This design comes from an exercise in tuning for small area on the open sky130 flow, not from production work.
The RTL was checked by simulation tests, not by an equivalence proof against the original design.
Power is estimated from default activity; no workload was simulated.

## try-violet
==> flow/design.v (excerpt) <==
module lock_top (
  input  logic                 clk,
  input  logic                 rst,
  input  logic                 door_open,
  input  logic                 inside_button,
  input  logic [79:0] entry,
  input  logic                 entry_valid,
  input  logic                 code_wr,
  input  logic [1:0]         code_sel,
  input  logic [15:0]        code_value,
  output logic                 bolt,
  output logic                 beep,
  output logic                 keypad_en,
  output logic [2:0]         fail_count
);
Size: roughly 1,300 cells after synthesis, about 130 flip-flops, ~110 I/O pins, roughly 11,000 µm² of cells after synthesis.
clock: 10.0 ns
lec_check: 0
cap_margin: 20
cell_pad_in_sites_detail_placement: 1
cell_pad_in_sites_global_placement: 1
core_margin: 2
core_utilization: 28
cts_buf_list: sky130_fd_sc_hd__clkbuf_4
gpl_timing_driven: 0
place_density: 0.4
slew_margin: 20
synth_hierarchical: 1
standard.sh (not shown) runs the stock make flow with config.mk's settings and CLKGATE_MAP_FILE= SYNTH_SCRIPT=/design/flow/synth_recipe.tcl, a recipe that flattens the netlist after the stock synthesis.
==> flow/flow/run.sh <==
#!/bin/bash
# Standard ORFS layout with these changes:
#  - the port buffers start at the smallest buffer, for repair_design to
#    size up only where a load needs it;
#  - after the standard synthesis, flow/size_drivers.py re-sizes cells
#    (drive strength only): the inverters driving the compare array's
#    wide-fanout nets go to size 2, other combinational cells to size 1;
#  - the buffers synthesis left are removed at floorplan;
#  - clock tree synthesis as ORFS runs it, with clkbuf_4 buffers and
#    without dummy loads.
set -euo pipefail
KNOBS=(BUFFER_PORTS_ARGS="-buffer_cell sky130_fd_sc_hd__buf_1" REMOVE_ABC_BUFFERS=1
       CTS_ARGS="-sink_clustering_enable -repair_clock_nets -buf_list sky130_fd_sc_hd__clkbuf_4 -dont_use_dummy_load")
bash standard.sh "${KNOBS[@]}" synth > orfs_synth.log 2>&1
NET=orfs/results/sky130hd/lock_top/base/1_2_yosys.v
python3 flow/size_drivers.py "$NET" "$FLOW_HOME/platforms/sky130hd/lib/sky130_fd_sc_hd__tt_025C_1v80.lib" > size_drivers.log 2>&1
bash standard.sh "${KNOBS[@]}" finish > orfs_finish.log 2>&1
Other scripts of this flow, unchanged in this note and not shown: flow/flow/size_drivers.py
try-violet has completed all stages; timing, DRC and antenna checks passed.
The inputs of try-delta differ from those of try-violet as listed below.
Settings: CTS_BUF_LIST changed from sky130_fd_sc_hd__clkbuf_4 to sky130_fd_sc_hd__clkbuf_8.
diff --git a/flow/flow/run.sh b/flow/flow/run.sh
--- a/flow/flow/run.sh
+++ b/flow/flow/run.sh
@@ -8,7 +8,6 @@
 #  - the buffers synthesis left are removed at floorplan;
-#  - clock tree synthesis as ORFS runs it, with clkbuf_4 buffers and
-#    without dummy loads.
+#  - clock tree synthesis as ORFS runs it, but without dummy loads.
 set -euo pipefail
 KNOBS=(BUFFER_PORTS_ARGS="-buffer_cell sky130_fd_sc_hd__buf_1" REMOVE_ABC_BUFFERS=1
-       CTS_ARGS="-sink_clustering_enable -repair_clock_nets -buf_list sky130_fd_sc_hd__clkbuf_4 -dont_use_dummy_load")
+       CTS_ARGS="-sink_clustering_enable -repair_clock_nets -buf_list sky130_fd_sc_hd__clkbuf_8 -dont_use_dummy_load")
 bash standard.sh "${KNOBS[@]}" synth > orfs_synth.log 2>&1
Notes after the runs:
Row final critical delay including setup and external delays: try-delta higher / try-violet lower. Cmp try-delta vs try-violet: net switching fraction of the power lower in try-delta. Clock power went up by more than a quarter going from try-violet to try-delta. The sequential power was comparable across try-violet and try-delta. Taking try-violet as the reference point, the clock network power share of try-delta rises by 2.8 points. Compared with try-violet, in try-delta final hold slack lower; largest vdd supply drop higher; total wire length lower. Comparing try-violet and try-delta, met3 demand-to-capacity share in global routing is higher on try-delta.
### try-delta -> try-nickel
diff --git a/flow/flow/run.sh b/flow/flow/run.sh
--- a/flow/flow/run.sh
+++ b/flow/flow/run.sh
@@ -11,3 +11,3 @@
 KNOBS=(BUFFER_PORTS_ARGS="-buffer_cell sky130_fd_sc_hd__buf_1" REMOVE_ABC_BUFFERS=1
-       CTS_ARGS="-sink_clustering_enable -repair_clock_nets -buf_list sky130_fd_sc_hd__clkbuf_8 -dont_use_dummy_load")
+       CTS_ARGS="-sink_clustering_enable -repair_clock_nets -buf_list sky130_fd_sc_hd__clkbuf_8 -sink_clustering_size 25 -sink_clustering_max_diameter 150 -dont_use_dummy_load")
 bash standard.sh "${KNOBS[@]}" synth > orfs_synth.log 2>&1
## What came out
Core region area came out exactly the same in try-delta and try-nickel. Comparing try-nickel against try-delta, there is no change at all in number of cells on the worst hold path. Re number of buffers inserted to repair setup after CTS: no difference whatsoever between try-nickel and try-delta.
> inputs changed (try-nickel -> try-fjord)
diff --git a/flow/flow/run.sh b/flow/flow/run.sh
--- a/flow/flow/run.sh
+++ b/flow/flow/run.sh
@@ -11,3 +11,3 @@
 KNOBS=(BUFFER_PORTS_ARGS="-buffer_cell sky130_fd_sc_hd__buf_1" REMOVE_ABC_BUFFERS=1
-       CTS_ARGS="-sink_clustering_enable -repair_clock_nets -buf_list sky130_fd_sc_hd__clkbuf_8 -sink_clustering_size 25 -sink_clustering_max_diameter 150 -dont_use_dummy_load")
+       CTS_ARGS="-sink_clustering_enable -repair_clock_nets -buf_list sky130_fd_sc_hd__clkbuf_4 -dont_use_dummy_load")
 bash standard.sh "${KNOBS[@]}" synth > orfs_synth.log 2>&1
==> comparison <==
try-fjord finished end to end and its layout was clean on timing, DRC and antenna. Re wire length reported by the detailed router: try-nickel was lower than try-fjord. The first-pass GRT wire length on try-nickel is in line with that on try-fjord. try-fjord and try-nickel ended up with nearly the same buffering stage count on the worst path with inverters included. try-fjord vs try-nickel: total via count in the routed design up. [compare] base=try-nickel new=try-fjord: power has decreased; unique cell type count in the Yosys netlist held steady; final area went down by 100 µm². Re via count normalized by instance count: try-fjord is 0.065 up on try-nickel. Depth of the critical timing path with buffers and inverters included came out exactly the same in try-fjord and try-nickel. From try-nickel to try-fjord, post-synthesis sequential area ratio did not move at all.
Here is what was changed in the inputs of try-xenon compared with try-fjord.
Settings: CTS_BUF_LIST now sky130_fd_sc_hd__clkbuf_4, was sky130_fd_sc_hd__clkbuf_8.
diff --git a/flow/flow/run.sh b/flow/flow/run.sh
--- a/flow/flow/run.sh
+++ b/flow/flow/run.sh
@@ -8,6 +8,7 @@
 #  - the buffers synthesis left are removed at floorplan;
-#  - clock tree synthesis as ORFS runs it, but without dummy loads.
+#  - clock tree synthesis as ORFS runs it, with clkbuf_4 buffers and
+#    without dummy loads.
 set -euo pipefail
 KNOBS=(BUFFER_PORTS_ARGS="-buffer_cell sky130_fd_sc_hd__buf_1" REMOVE_ABC_BUFFERS=1
-       CTS_ARGS="-sink_clustering_enable -repair_clock_nets -buf_list sky130_fd_sc_hd__clkbuf_4 -dont_use_dummy_load")
+       CTS_ARGS="-sink_clustering_enable -repair_clock_nets -root_buf sky130_fd_sc_hd__clkbuf_8 -buf_list sky130_fd_sc_hd__clkbuf_4 -dont_use_dummy_load")
 bash standard.sh "${KNOBS[@]}" synth > orfs_synth.log 2>&1
Findings:
- Compared to try-fjord, try-xenon has worst setup slack 0.15 ns lower.
- The routed wire length was comparable across try-xenon and try-fjord.
- Comparing try-xenon against try-fjord, there is no change at all in number of ordinary inverters in the final layout.
- Taking try-fjord as the reference, in try-xenon signed area change from the synthesized netlist to the final layout barely changed; total routed wire length on the met1 layer climbed 190 µm; worst hold slack barely changed; clock skew barely changed; logic gate share of total power barely changed.
- try-xenon reports a higher clock period minus final worst setup slack than try-fjord does.

afterwards: timing with drivers on the ports:
The flow's constraints put no driver on any port. The routed layouts listed below were extracted and timed again, unchanged, in two steps. Step 1 (the two cells are an assumption about what drives the block):
set clk [get_ports {clk}]
set_driving_cell -lib_cell sky130_fd_sc_hd__clkbuf_16 $clk
set_driving_cell -lib_cell sky130_fd_sc_hd__buf_2 [delete_from_list [all_inputs] $clk]
Step 2, shift: input delay + t, output delay - t, t = (earliest + latest rising clock arrival at the registers) / 2. This alone moves slack from input paths to output paths. Three values: ideal, step 1, step 2; two values: the first two.
run | t (ns) | setup WS [ns] | worst data-port slew with drivers (ns)
try-violet | 0.689 | 3.450 / 3.477 / 2.789 | 0.06
try-delta | 0.544 | 3.281 / 3.311 / 2.767 | 0.06
try-nickel | 0.544 | 3.281 / 3.311 / 2.767 | 0.06
try-fjord | 0.689 | 3.450 / 3.477 / 2.789 | 0.06
try-xenon | 0.532 | 3.302 / 3.334 / 2.801 | 0.06
After both steps setup and hold are still met in every run listed.
